This is an optimization exercise on Yosys and OpenROAD, whose aim is small area, not a production implementation. The RTL was checked by simulation tests, not by an equivalence proof against the original design. The clock port is modelled as an ideal driver; clocking choices that lean on that would not hold on a real chip. Power figures rest on the tool's default switching activity, not on a simulated workload.

Setup of oak:
Design fetch_top, start of the top module:
module fetch_top (
    input  logic    CLK,
    input  logic    reset,
    input  logic [1:0] pc_mux,
    input  logic [63:0] br_target,
    input  logic [63:0] mtvec,
    input  logic    trap,
    input  logic    br_stall_de,
    input  logic    br_stall_agex,
    input  logic    br_stall_mem,
    input  logic    mem_stall,
    output logic    de_v,
    output logic [31:0]   de_ir,
    output logic [63:0] de_npc,
    output logic    f_iam,
    output logic    f_iaf,
    output logic    f_ii
);
    logic [63:0] fetch_pc;
    logic        fetch_req;
    logic        cache_hit;
    logic        fault;
    logic        illegal;
    fetch_stage u_fetch_stage (
        .CLK           (CLK),
        .reset         (reset),
        .pc_mux        (pc_mux),
        .br_target     (br_target),
        .mtvec         (mtvec),
        .trap          (trap),
        .br_stall_de   (br_stall_de),
        .br_stall_agex (br_stall_agex),
        .br_stall_mem  (br_stall_mem),
        .mem_stall     (mem_stall),
        .cache_hit     (cache_hit),
        .fetch_pc      (fetch_pc),
        .fetch_req     (fetch_req),
        .de_v          (de_v),
        .fault         (fault),
        .f_iam         (f_iam),
        .f_iaf         (f_iaf)
    );
    inst_cache u_inst_cache (
        .CLK       (CLK),
        .reset     (reset),
        .fetch_pc  (fetch_pc[7:2]),
        .fetch_req (fetch_req),
        .hit       (cache_hit)
    );
    assign de_npc = fetch_pc;
    inst_rom u_inst_rom (
        .word_addr (fetch_pc[7:2]),
        .fault     (fault),
        .de_ir     (de_ir),
        .illegal   (illegal)
    );
    legal_check u_legal_check (
        .de_v    (de_v),
        .illegal (illegal),
        .f_ii    (f_ii)
    );
endmodule
export LEC_CHECK = 0
export CAP_MARGIN = 20
export CORE_MARGIN = 2
export CORE_UTILIZATION = 40
export SLEW_MARGIN = 20
create_clock -name core_clock -period 8.0 [get_ports {CLK}]
standard.sh (not shown) runs the stock make flow with config.mk's settings and CLKGATE_MAP_FILE= SYNTH_SCRIPT=/design/flow/synth_recipe.tcl, a recipe that flattens the netlist after the stock synthesis.
==> flow/flow/run.sh <==
#!/bin/bash
# The standard layout, with two changes:
#  * after the standard synthesis, its combinational cells are mapped again by
#    ABC with an area-oriented script (flip-flops, their names and cell types
#    are left as the standard synthesis made them);
#  * each port is buffered by the smallest buffer cell instead of the one
#    buffer_ports picks by default.
set -euo pipefail
HERE=$(pwd)
LIB=$FLOW_HOME/platforms/sky130hd/lib/sky130_fd_sc_hd__tt_025C_1v80.lib
YOSYS=${YOSYS_EXE:-$FLOW_HOME/../tools/install/yosys/bin/yosys}
command -v "$YOSYS" > /dev/null || YOSYS=yosys
R=$HERE/orfs/results/sky130hd/fetch_top/base

bash standard.sh synth > flow_synth.log 2>&1

cp $R/1_2_yosys.v $HERE/std_netlist.v
python3 flow/mkmap.py $LIB $HERE/comb_cells.v > flow_mkmap.log 2>&1
cat > $HERE/resyn.ys <<EOT
read_liberty -lib $LIB
read_verilog $HERE/std_netlist.v
hierarchy -top fetch_top
techmap -map $HERE/comb_cells.v
opt -purge
techmap
opt -purge
abc -liberty $LIB -dont_use *probe* -dont_use *lpflow* -script $HERE/flow/resyn.abc
setundef -zero
splitnets
opt_clean -purge
hilomap -singleton -hicell sky130_fd_sc_hd__conb_1 HI -locell sky130_fd_sc_hd__conb_1 LO
insbuf -buf sky130_fd_sc_hd__buf_4 A X
stat -liberty $LIB
write_verilog -noattr -noexpr -nohex -nodec $HERE/resyn_netlist.v
EOT
"$YOSYS" -s $HERE/resyn.ys > flow_resyn.log 2>&1

# hand the new netlist to the rest of the flow
cp $HERE/resyn_netlist.v $R/1_2_yosys.v
rm -f $R/1_synth.odb $R/1_synth.sdc
export BUFFER_PORTS_ARGS="-buffer_cell sky130_fd_sc_hd__buf_1"
bash standard.sh synth > flow_synth2.log 2>&1
bash standard.sh finish > flow_finish.log 2>&1
==> flow/flow/resyn.abc <==
strash
&get -n
&dch -f
&nf -R 1000
&put
Other scripts of this flow, unchanged in this note and not shown: flow/flow/mkmap.py
Here is what was changed in the inputs of pine compared with oak.
Settings: CAP_MARGIN now 10, was 20; CORE_UTILIZATION now 60, was 40; SLEW_MARGIN now 10, was 20.
--- a/flow/flow/run.sh
+++ b/flow/flow/run.sh
@@ -5,5 +5,6 @@
 #    are left as the standard synthesis made them);
 #  * each port is buffered by the smallest buffer cell instead of the one
-#    buffer_ports picks by default.
+#    buffer_ports picks by default;
+#  * clock tree synthesis without dummy loads and with smaller clock buffers.
 set -euo pipefail
 HERE=$(pwd)
@@ -40,4 +41,5 @@
 rm -f $R/1_synth.odb $R/1_synth.sdc
 export BUFFER_PORTS_ARGS="-buffer_cell sky130_fd_sc_hd__buf_1"
+export CTS_ARGS="-sink_clustering_enable -repair_clock_nets -dont_use_dummy_load -buf_list sky130_fd_sc_hd__clkbuf_8 -root_buf sky130_fd_sc_hd__clkbuf_8 -sink_clustering_size 35 -sink_clustering_max_diameter 100"
 bash standard.sh synth > flow_synth2.log 2>&1
 bash standard.sh finish > flow_finish.log 2>&1
==> flow/flow/resyn.abc <==
strash; &get -n; &dc2; &dc2; &dch -f; &nf -R 1000; &put
==> summary.txt <==
- Summary of pine over oak: total number of sequential cells held, count of clock-buffer cells in the layout went down 2, total power went down about 18%.

========
== run A ==
Starting RTL as in the previous note.
clock: 8.0 ns
lec_check: 0
cap_margin: 20
core_margin: 2
core_utilization: 40
slew_margin: 20
==> flow/flow/run.sh <==
#!/bin/bash
# The standard layout, with each port buffered by the smallest buffer cell
# instead of the one buffer_ports picks by default.
set -euo pipefail
export BUFFER_PORTS_ARGS="-buffer_cell sky130_fd_sc_hd__buf_1"
bash standard.sh finish > flow_make.log 2>&1
[inputs] run B vs run A
==> flow/run.sh (new file) <==
#!/bin/bash
# synth_recipe.tcl (not shown) runs the flow's synth.tcl, then flattens the netlist and writes it again
# the make line also repeats each setting of config.mk as NAME=value (left out here)
make -C /OpenROAD-flow-scripts/flow DESIGN_CONFIG=/design/flow/config.mk WORK_HOME=/design/flow/orfs CLKGATE_MAP_FILE= SYNTH_SCRIPT=/design/flow/synth_recipe.tcl finish
removed: flow/flow/run.sh
removed: flow/standard.sh
[summary]
In run B, the met3 track demand over resource in global routing came out 2.9 points above the value in run A.
Run B against run A: total power grew by 53 uW, part of the total power dissipated in sequential elements shrank by 1.5 points, global-route usage grew by 2.8 points, post-layout minimum cycle time grew by 0.63 ns.

========
== nickel ==
Starting RTL as in the previous note.
==> flow/design.v (excerpt) <==
module fetch_top (
    input  logic    CLK,
    input  logic    reset,
    input  logic [1:0] pc_mux,
    input  logic [63:0] br_target,
    input  logic [63:0] mtvec,
    input  logic    trap,
    input  logic    br_stall_de,
    input  logic    br_stall_agex,
    input  logic    br_stall_mem,
    input  logic    mem_stall,
    output logic    de_v,
    output logic [31:0]   de_ir,
    output logic [63:0] de_npc,
    output logic    f_iam,
    output logic    f_iaf,
    output logic    f_ii
);
==> flow/config.mk <==
export PLATFORM = sky130hd
export DESIGN_NAME = fetch_top
export DESIGN_NICKNAME = fetch_top
export VERILOG_FILES = /design/flow/design.v
export SDC_FILE = /design/flow/constraint.sdc
export NUM_CORES = 4
export LEC_CHECK = 0
export CAP_MARGIN = 20
export CORE_MARGIN = 2
export CORE_UTILIZATION = 40
export SLEW_MARGIN = 20
==> flow/constraint.sdc <==
create_clock -name core_clock -period 8.0 [get_ports {CLK}]
set_input_delay 1.6000 -clock core_clock [delete_from_list [all_inputs] [get_ports {CLK}]]
set_output_delay 1.6000 -clock core_clock [all_outputs]
set_load 0.01 [all_outputs]
==> flow/flow/run.sh <==
#!/bin/bash
# The standard layout, with two changes:
#  * after the standard synthesis, its combinational cells are mapped again by
#    ABC with an area-oriented script (flip-flops, their names and cell types
#    are left as the standard synthesis made them);
#  * each port is buffered by the smallest buffer cell instead of the one
#    buffer_ports picks by default;
#  * clock tree synthesis without dummy loads and with smaller clock buffers.
set -euo pipefail
HERE=$(pwd)
LIB=$FLOW_HOME/platforms/sky130hd/lib/sky130_fd_sc_hd__tt_025C_1v80.lib
YOSYS=${YOSYS_EXE:-$FLOW_HOME/../tools/install/yosys/bin/yosys}
command -v "$YOSYS" > /dev/null || YOSYS=yosys
R=$HERE/orfs/results/sky130hd/fetch_top/base

bash standard.sh synth > flow_synth.log 2>&1

cp $R/1_2_yosys.v $HERE/std_netlist.v
python3 flow/mkmap.py $LIB $HERE/comb_cells.v > flow_mkmap.log 2>&1
cat > $HERE/resyn.ys <<EOT
read_liberty -lib $LIB
read_verilog $HERE/std_netlist.v
hierarchy -top fetch_top
techmap -map $HERE/comb_cells.v
opt -purge
techmap
opt -purge
abc -liberty $LIB -dont_use *probe* -dont_use *lpflow* -script $HERE/flow/resyn.abc
setundef -zero
splitnets
opt_clean -purge
hilomap -singleton -hicell sky130_fd_sc_hd__conb_1 HI -locell sky130_fd_sc_hd__conb_1 LO
insbuf -buf sky130_fd_sc_hd__buf_4 A X
stat -liberty $LIB
write_verilog -noattr -noexpr -nohex -nodec $HERE/resyn_netlist.v
EOT
"$YOSYS" -s $HERE/resyn.ys > flow_resyn.log 2>&1

# hand the new netlist to the rest of the flow
cp $HERE/resyn_netlist.v $R/1_2_yosys.v
rm -f $R/1_synth.odb $R/1_synth.sdc
export BUFFER_PORTS_ARGS="-buffer_cell sky130_fd_sc_hd__buf_1"
export CTS_ARGS="-sink_clustering_enable -repair_clock_nets -dont_use_dummy_load -buf_list sky130_fd_sc_hd__clkbuf_8 -root_buf sky130_fd_sc_hd__clkbuf_8"
bash standard.sh synth > flow_synth2.log 2>&1
bash standard.sh finish > flow_finish.log 2>&1
==> flow/flow/resyn.abc <==
strash
&get -n
&dch -f
&nf -R 1000
&put
Other scripts of this flow, unchanged in this note and not shown: flow/flow/mkmap.py
nickel completed; timing, DRC and antenna clean
Changes in yarrow relative to nickel:
--- a/flow/flow/run.sh
+++ b/flow/flow/run.sh
@@ -42,3 +42,3 @@
 export BUFFER_PORTS_ARGS="-buffer_cell sky130_fd_sc_hd__buf_1"
-export CTS_ARGS="-sink_clustering_enable -repair_clock_nets -dont_use_dummy_load -buf_list sky130_fd_sc_hd__clkbuf_8 -root_buf sky130_fd_sc_hd__clkbuf_8"
+export CTS_ARGS="-sink_clustering_enable -repair_clock_nets -dont_use_dummy_load -buf_list sky130_fd_sc_hd__clkbuf_8 -root_buf sky130_fd_sc_hd__clkbuf_8 -sink_clustering_size 35 -sink_clustering_max_diameter 100"
 bash standard.sh synth > flow_synth2.log 2>&1
==> flow/flow/resyn.abc <==
strash; &get -n; &dc2; &dc2; &dch -f; &nf -R 1000; &put
## What came out
Total power: yarrow below nickel. Going from nickel to yarrow, wire length grew by a few percent. Cell count: yarrow lower than nickel. The critical path endpoint comes out u_fetch_stage.fetch_pc[61]$_DFF_P_ in one run and de_ir[11] in the other, namely in yarrow and nickel respectively. As of yarrow, synthesized area had fallen by a few percent compared to nickel. [yarrow vs nickel] post-route worst setup slack: lower in yarrow. yarrow ended with less met1 routed wirelength after detailed routing than nickel. nickel -> yarrow: count of clock-buffer cells in the layout delta 0, exact match. Per the comparison of yarrow with nickel, setup slack after placement moved down; first-pass GRT wire length down 340 um; average footprint of a synthesized cell shows an increase of about 2.3%.

========
fetch_top again, from the RTL that the note above started with.
==> flow/config.mk <==
export PLATFORM = sky130hd
export DESIGN_NAME = fetch_top
export DESIGN_NICKNAME = fetch_top
export VERILOG_FILES = /design/flow/design.v
export SDC_FILE = /design/flow/constraint.sdc
export NUM_CORES = 4
export LEC_CHECK = 0
export CAP_MARGIN = 10
export CORE_MARGIN = 2
export CORE_UTILIZATION = 75
export SLEW_MARGIN = 10
==> flow/constraint.sdc <==
create_clock -name core_clock -period 8.0 [get_ports {CLK}]
set_input_delay 1.6000 -clock core_clock [delete_from_list [all_inputs] [get_ports {CLK}]]
set_output_delay 1.6000 -clock core_clock [all_outputs]
set_load 0.01 [all_outputs]
==> flow/flow/run.sh <==
#!/bin/bash
# The standard layout, with three changes:
#  * after the standard synthesis, its combinational cells are mapped again by
#    ABC with area-oriented scripts (flip-flops, their names and cell types
#    are left as the standard synthesis made them); of the scripts below, the
#    smallest netlist whose worst setup slack (OpenSTA, no wires) is at least
#    -0.05 ns is kept;
#  * each port is buffered by the smallest buffer cell instead of the one
#    buffer_ports picks by default;
#  * clock tree synthesis without dummy loads and with smaller clock buffers;
#    a clock buffer whose sinks would see a slew over 100 ps is upsized again
#    (flow/fixclk.tcl, run right after clock tree synthesis).
set -euo pipefail
HERE=$(pwd)
LIB=$FLOW_HOME/platforms/sky130hd/lib/sky130_fd_sc_hd__tt_025C_1v80.lib
YOSYS=${YOSYS_EXE:-$FLOW_HOME/../tools/install/yosys/bin/yosys}
command -v "$YOSYS" > /dev/null || YOSYS=yosys
R=$HERE/orfs/results/sky130hd/fetch_top/base

bash standard.sh synth > flow_synth.log 2>&1

cp $R/1_2_yosys.v $HERE/std_netlist.v
python3 flow/mkmap.py $LIB $HERE/comb_cells.v > flow_mkmap.log 2>&1

best=""
best_area=""
best_slack=""
for s in d3 f1 s3 s7 s22 s26; do
  cat > $HERE/resyn_$s.ys <<EOT
read_liberty -lib $LIB
read_verilog $HERE/std_netlist.v
hierarchy -top fetch_top
techmap -map $HERE/comb_cells.v
opt -purge
techmap
opt -purge
abc -liberty $LIB -dont_use *probe* -dont_use *lpflow* -script $HERE/flow/$s.abc
setundef -zero
splitnets
opt_clean -purge
hilomap -singleton -hicell sky130_fd_sc_hd__conb_1 HI -locell sky130_fd_sc_hd__conb_1 LO
insbuf -buf sky130_fd_sc_hd__buf_4 A X
stat -liberty $LIB
write_verilog -noattr -noexpr -nohex -nodec $HERE/resyn_$s.v
EOT
  if ! "$YOSYS" -s $HERE/resyn_$s.ys > flow_resyn_$s.log 2>&1; then continue; fi
  area=$(grep "Chip area" flow_resyn_$s.log | tail -1 | awk '{print $NF}')
  cat > $HERE/sta_$s.tcl <<EOT
read_lef $FLOW_HOME/platforms/sky130hd/lef/sky130_fd_sc_hd.tlef
read_lef $FLOW_HOME/platforms/sky130hd/lef/sky130_fd_sc_hd_merged.lef
read_liberty $LIB
read_verilog $HERE/resyn_$s.v
link_design fetch_top
read_sdc $HERE/constraint.sdc
set_wire_load_model -name "Small"
report_worst_slack -max -digits 3
EOT
  openroad -no_init -exit $HERE/sta_$s.tcl > flow_sta_$s.log 2>&1 || continue
  slack=$(grep "worst slack" flow_sta_$s.log | tail -1 | awk '{print $NF}')
  [[ -n "$area" && -n "$slack" ]] || continue
  echo "script $s area $area slack $slack" >> flow_choice.log
  if awk -v s="$slack" 'BEGIN{exit !(s >= -0.05)}'; then
    if [[ -z "$best" ]] || awk -v a="$area" -v b="$best_area" 'BEGIN{exit !(a < b)}'; then
      best=$s; best_area=$area; best_slack=$slack
    fi
  fi
done
[[ -n "$best" ]] || best=d3
echo "chosen $best" >> flow_choice.log

# hand the new netlist to the rest of the flow
cp $HERE/resyn_$best.v $R/1_2_yosys.v
rm -f $R/1_synth.odb $R/1_synth.sdc
export BUFFER_PORTS_ARGS="-buffer_cell sky130_fd_sc_hd__buf_1"
export CTS_ARGS="-sink_clustering_enable -repair_clock_nets -dont_use_dummy_load -buf_list sky130_fd_sc_hd__clkbuf_8 -root_buf sky130_fd_sc_hd__clkbuf_8 -sink_clustering_size 35 -sink_clustering_max_diameter 100"
export POST_CTS_TCL=$HERE/flow/fixclk.tcl
bash standard.sh synth > flow_synth2.log 2>&1
bash standard.sh finish > flow_finish.log 2>&1
==> flow/flow/fixclk.tcl <==
# Upsize each clock tree buffer whose sinks see a slew over 100 ps (placement
# estimate) to clkbuf_16, then legalize the placement again.
estimate_parasitics -placement
set fixed 0
foreach inst [get_cells clkbuf_*] {
  set worst 0
  foreach pin [get_pins -of_objects $inst -filter "direction == output"] {
    foreach sink [get_pins -of_objects [get_nets -of_objects $pin] -filter "direction == input"] {
      set s [get_property $sink slew_max]
      if {$s > $worst} { set worst $s }
    }
  }
  if {$worst > 0.100} {
    replace_cell $inst sky130_fd_sc_hd__clkbuf_16
    incr fixed
  }
}
puts "fixclk: upsized $fixed clock buffers"
if {$fixed > 0} {
  detailed_placement
  estimate_parasitics -placement
}
==> flow/flow/s22.abc <==
strash
&get -n
&dc2
&dc2
&b
&dc2
&b
&dch -f
&nf -R 1000
&put
==> flow/flow/s26.abc <==
strash
&get -n
&dc2
&b
&dc2
&b
&dch -f
&nf -R 1000 -p
&put
==> flow/flow/s3.abc <==
strash
&get -n
&dc2
&dc2
&dc2
&b
&dch -f
&nf -R 1000
&put
==> flow/flow/s7.abc <==
strash
&get -n
&dc2
&b
&dc2
&b
&dch -f
&nf -R 1000
&put
Other scripts of this flow, unchanged in this note and not shown: flow/flow/d3.abc, flow/flow/f1.abc, flow/flow/mkmap.py
The starting point ended with an error in 3_3_place_gp (GPL-0301).
Next try:
--- a/flow/flow/run.sh
+++ b/flow/flow/run.sh
@@ -7 +7 @@
-#    -0.05 ns is kept;
+#    -0.1 ns is kept;
@@ -28 +28 @@
-for s in d3 f1 s3 s7 s22 s26; do
+for s in d3 f1 f2 f4; do
@@ -62 +62 @@
-  if awk -v s="$slack" 'BEGIN{exit !(s >= -0.05)}'; then
+  if awk -v s="$slack" 'BEGIN{exit !(s >= -0.1)}'; then
==> flow/flow/f2.abc (new file) <==
strash; &get -n; &deepsyn -T 30; &b -d; &dch -f; &nf -R 1000; &put
==> flow/flow/f4.abc (new file) <==
strash; &get -n; &dc2; &dc2; &b -d; &dch -f; &nf -R 1000; &put
--- a/flow/config.mk
+++ b/flow/config.mk
@@ -10 +10,2 @@
-export CORE_UTILIZATION = 75
+export CORE_UTILIZATION = 60
+export GPL_TIMING_DRIVEN = 0
removed: flow/flow/s22.abc
removed: flow/flow/s26.abc
removed: flow/flow/s3.abc
removed: flow/flow/s7.abc
What happened:
- Now the flow completed without violations
- area after synthesis came out higher by 0.71%
- synthesized cell count came out higher by 1.5%
Next try:
--- a/flow/flow/run.sh
+++ b/flow/flow/run.sh
@@ -7 +7 @@
-#    -0.1 ns is kept;
+#    -0.05 ns is kept;
@@ -28 +28 @@
-for s in d3 f1 f2 f4; do
+for s in d3 f1 s3 s7 s22 s26; do
@@ -62 +62 @@
-  if awk -v s="$slack" 'BEGIN{exit !(s >= -0.1)}'; then
+  if awk -v s="$slack" 'BEGIN{exit !(s >= -0.05)}'; then
==> flow/flow/s22.abc (new file) <==
strash
&get -n
&dc2
&dc2
&b
&dc2
&b
&dch -f
&nf -R 1000
&put
==> flow/flow/s26.abc (new file) <==
strash
&get -n
&dc2
&b
&dc2
&b
&dch -f
&nf -R 1000 -p
&put
==> flow/flow/s3.abc (new file) <==
strash
&get -n
&dc2
&dc2
&dc2
&b
&dch -f
&nf -R 1000
&put
==> flow/flow/s7.abc (new file) <==
strash
&get -n
&dc2
&b
&dc2
&b
&dch -f
&nf -R 1000
&put
--- a/flow/config.mk
+++ b/flow/config.mk
@@ -11 +10,0 @@
-export GPL_TIMING_DRIVEN = 0
removed: flow/flow/f2.abc
removed: flow/flow/f4.abc
Cell area falls slightly.
Clock-buffer cell count is unchanged.
Setup slack gains 62 ps.
Next try:
--- a/flow/flow/run.sh
+++ b/flow/flow/run.sh
@@ -7 +7 @@
-#    -0.05 ns is kept;
+#    -0.1 ns is kept;
@@ -28 +28 @@
-for s in d3 f1 s3 s7 s22 s26; do
+for s in d3 f1 f2 f4; do
@@ -62 +62 @@
-  if awk -v s="$slack" 'BEGIN{exit !(s >= -0.05)}'; then
+  if awk -v s="$slack" 'BEGIN{exit !(s >= -0.1)}'; then
==> flow/flow/f2.abc (new file) <==
strash; &get -n; &deepsyn -T 30; &b -d; &dch -f; &nf -R 1000; &put
==> flow/flow/f4.abc (new file) <==
strash; &get -n; &dc2; &dc2; &b -d; &dch -f; &nf -R 1000; &put
--- a/flow/config.mk
+++ b/flow/config.mk
@@ -8 +8 @@
-export CAP_MARGIN = 10
+export CAP_MARGIN = 0
@@ -11 +11 @@
-export SLEW_MARGIN = 10
+export SLEW_MARGIN = 0
removed: flow/flow/s22.abc
removed: flow/flow/s26.abc
removed: flow/flow/s3.abc
removed: flow/flow/s7.abc
- register-to-register slack loses 420 ps
- core utilization went down by 0.68 points
- wire length falls by 6.7%
- design area fell by 0.44%
- die area is higher by 0.69%
- setup slack improves by 130 ps
Next try:
--- a/flow/config.mk
+++ b/flow/config.mk
@@ -8 +8 @@
-export CAP_MARGIN = 0
+export CAP_MARGIN = 10
@@ -11 +11 @@
-export SLEW_MARGIN = 0
+export SLEW_MARGIN = 10
Outcome: Global-route usage stays the same. Die area stays the same. Count of clock-buffer cells in the layout does not change. Power does not change. Non-clock buffer count is unchanged.
Next try:
--- a/flow/flow/run.sh
+++ b/flow/flow/run.sh
@@ -7 +7 @@
-#    -0.1 ns is kept;
+#    -1.0 ns is kept (timing repair in the layout closes the rest);
@@ -10,3 +10 @@
-#  * clock tree synthesis without dummy loads and with smaller clock buffers;
-#    a clock buffer whose sinks would see a slew over 100 ps is upsized again
-#    (flow/fixclk.tcl, run right after clock tree synthesis).
+#  * clock tree synthesis without dummy loads and with smaller clock buffers.
@@ -28 +26 @@
-for s in d3 f1 f2 f4; do
+for s in d3 f1 f2 f4 d1; do
@@ -62 +60 @@
-  if awk -v s="$slack" 'BEGIN{exit !(s >= -0.1)}'; then
+  if awk -v s="$slack" 'BEGIN{exit !(s >= -1.0)}'; then
@@ -75,2 +73 @@
-export CTS_ARGS="-sink_clustering_enable -repair_clock_nets -dont_use_dummy_load -buf_list sky130_fd_sc_hd__clkbuf_8 -root_buf sky130_fd_sc_hd__clkbuf_8 -sink_clustering_size 35 -sink_clustering_max_diameter 100"
-export POST_CTS_TCL=$HERE/flow/fixclk.tcl
+export CTS_ARGS="-sink_clustering_enable -repair_clock_nets -dont_use_dummy_load -buf_list sky130_fd_sc_hd__clkbuf_8 -root_buf sky130_fd_sc_hd__clkbuf_8 -sink_clustering_size 16 -sink_clustering_max_diameter 60"
==> flow/flow/d1.abc (new file) <==
strash; &get -n; &deepsyn -T 60; &b; &dch -f; &nf -R 1000; &put
removed: flow/flow/fixclk.tcl
Result:
- maximum frequency came out lower by 1.4%
- sequential power barely changes
- synthesized area goes down by 2.4%
- register-to-register slack improves by 140 ps
- clock power goes down by 9.4%
- routed wire length is lower by 2.6%
- final area climbs by 0.70%

==> static timing again, ports no longer ideal <==
No port has a modelled driver above. Below, the same layouts with a new extraction and two added sets of constraints. Step 1 (the two cells are an assumption about what drives the block):
set clk [get_ports {CLK}]
set_driving_cell -lib_cell sky130_fd_sc_hd__clkbuf_16 $clk
set_driving_cell -lib_cell sky130_fd_sc_hd__buf_2 [delete_from_list [all_inputs] $clk]
Step 2 times the ports against the registers' clock, not the clock port: input delays grow and output delays shrink by t, the midpoint of the rising clock arrivals with the driver on. a / b / c = no drivers / after step 1 / after step 2; a / b = the first two.
run | shift t [ns] | slack for setup (ns) | worst setup path after step 2 | pins driven straight from the clock port
oak | 0.381 | 1.728 / 1.690 / 1.698 | input to register | 1
pine | 0.396 | 0.943 / 0.954 / 0.558 | input to register | 1
run A | 0.394 | 2.337 / 2.292 / 2.686 | register to output | 1
run B | 0.404 | 1.703 / 1.657 / 2.061 | register to output | 1
nickel | 0.404 | 1.652 / 1.616 / 1.719 | input to register | 1
yarrow | 0.413 | 1.294 / 1.307 / 0.893 | input to register | 1
the second run of note 4 | 0.356 | 0.297 / 0.316 / -0.039 | input to register | 1
the third run of note 4 | 0.402 | 0.359 / 0.369 / -0.033 | input to register | 1
the fourth run of note 4 | 0.357 | 0.484 / 0.504 / 0.147 | input to register | 1
the fifth run of note 4 | 0.357 | 0.484 / 0.504 / 0.147 | input to register | 1
the sixth run of note 4 | 0.384 | 0.376 / 0.387 / 0.003 | input to register | 1
Met with ideal ports but missed after step 2: setup timing in the second run of note 4 and the third run of note 4. The setup slack of yarrow, which loses most, moves by +0.013 ns with the drivers and by -0.401 ns with both steps.
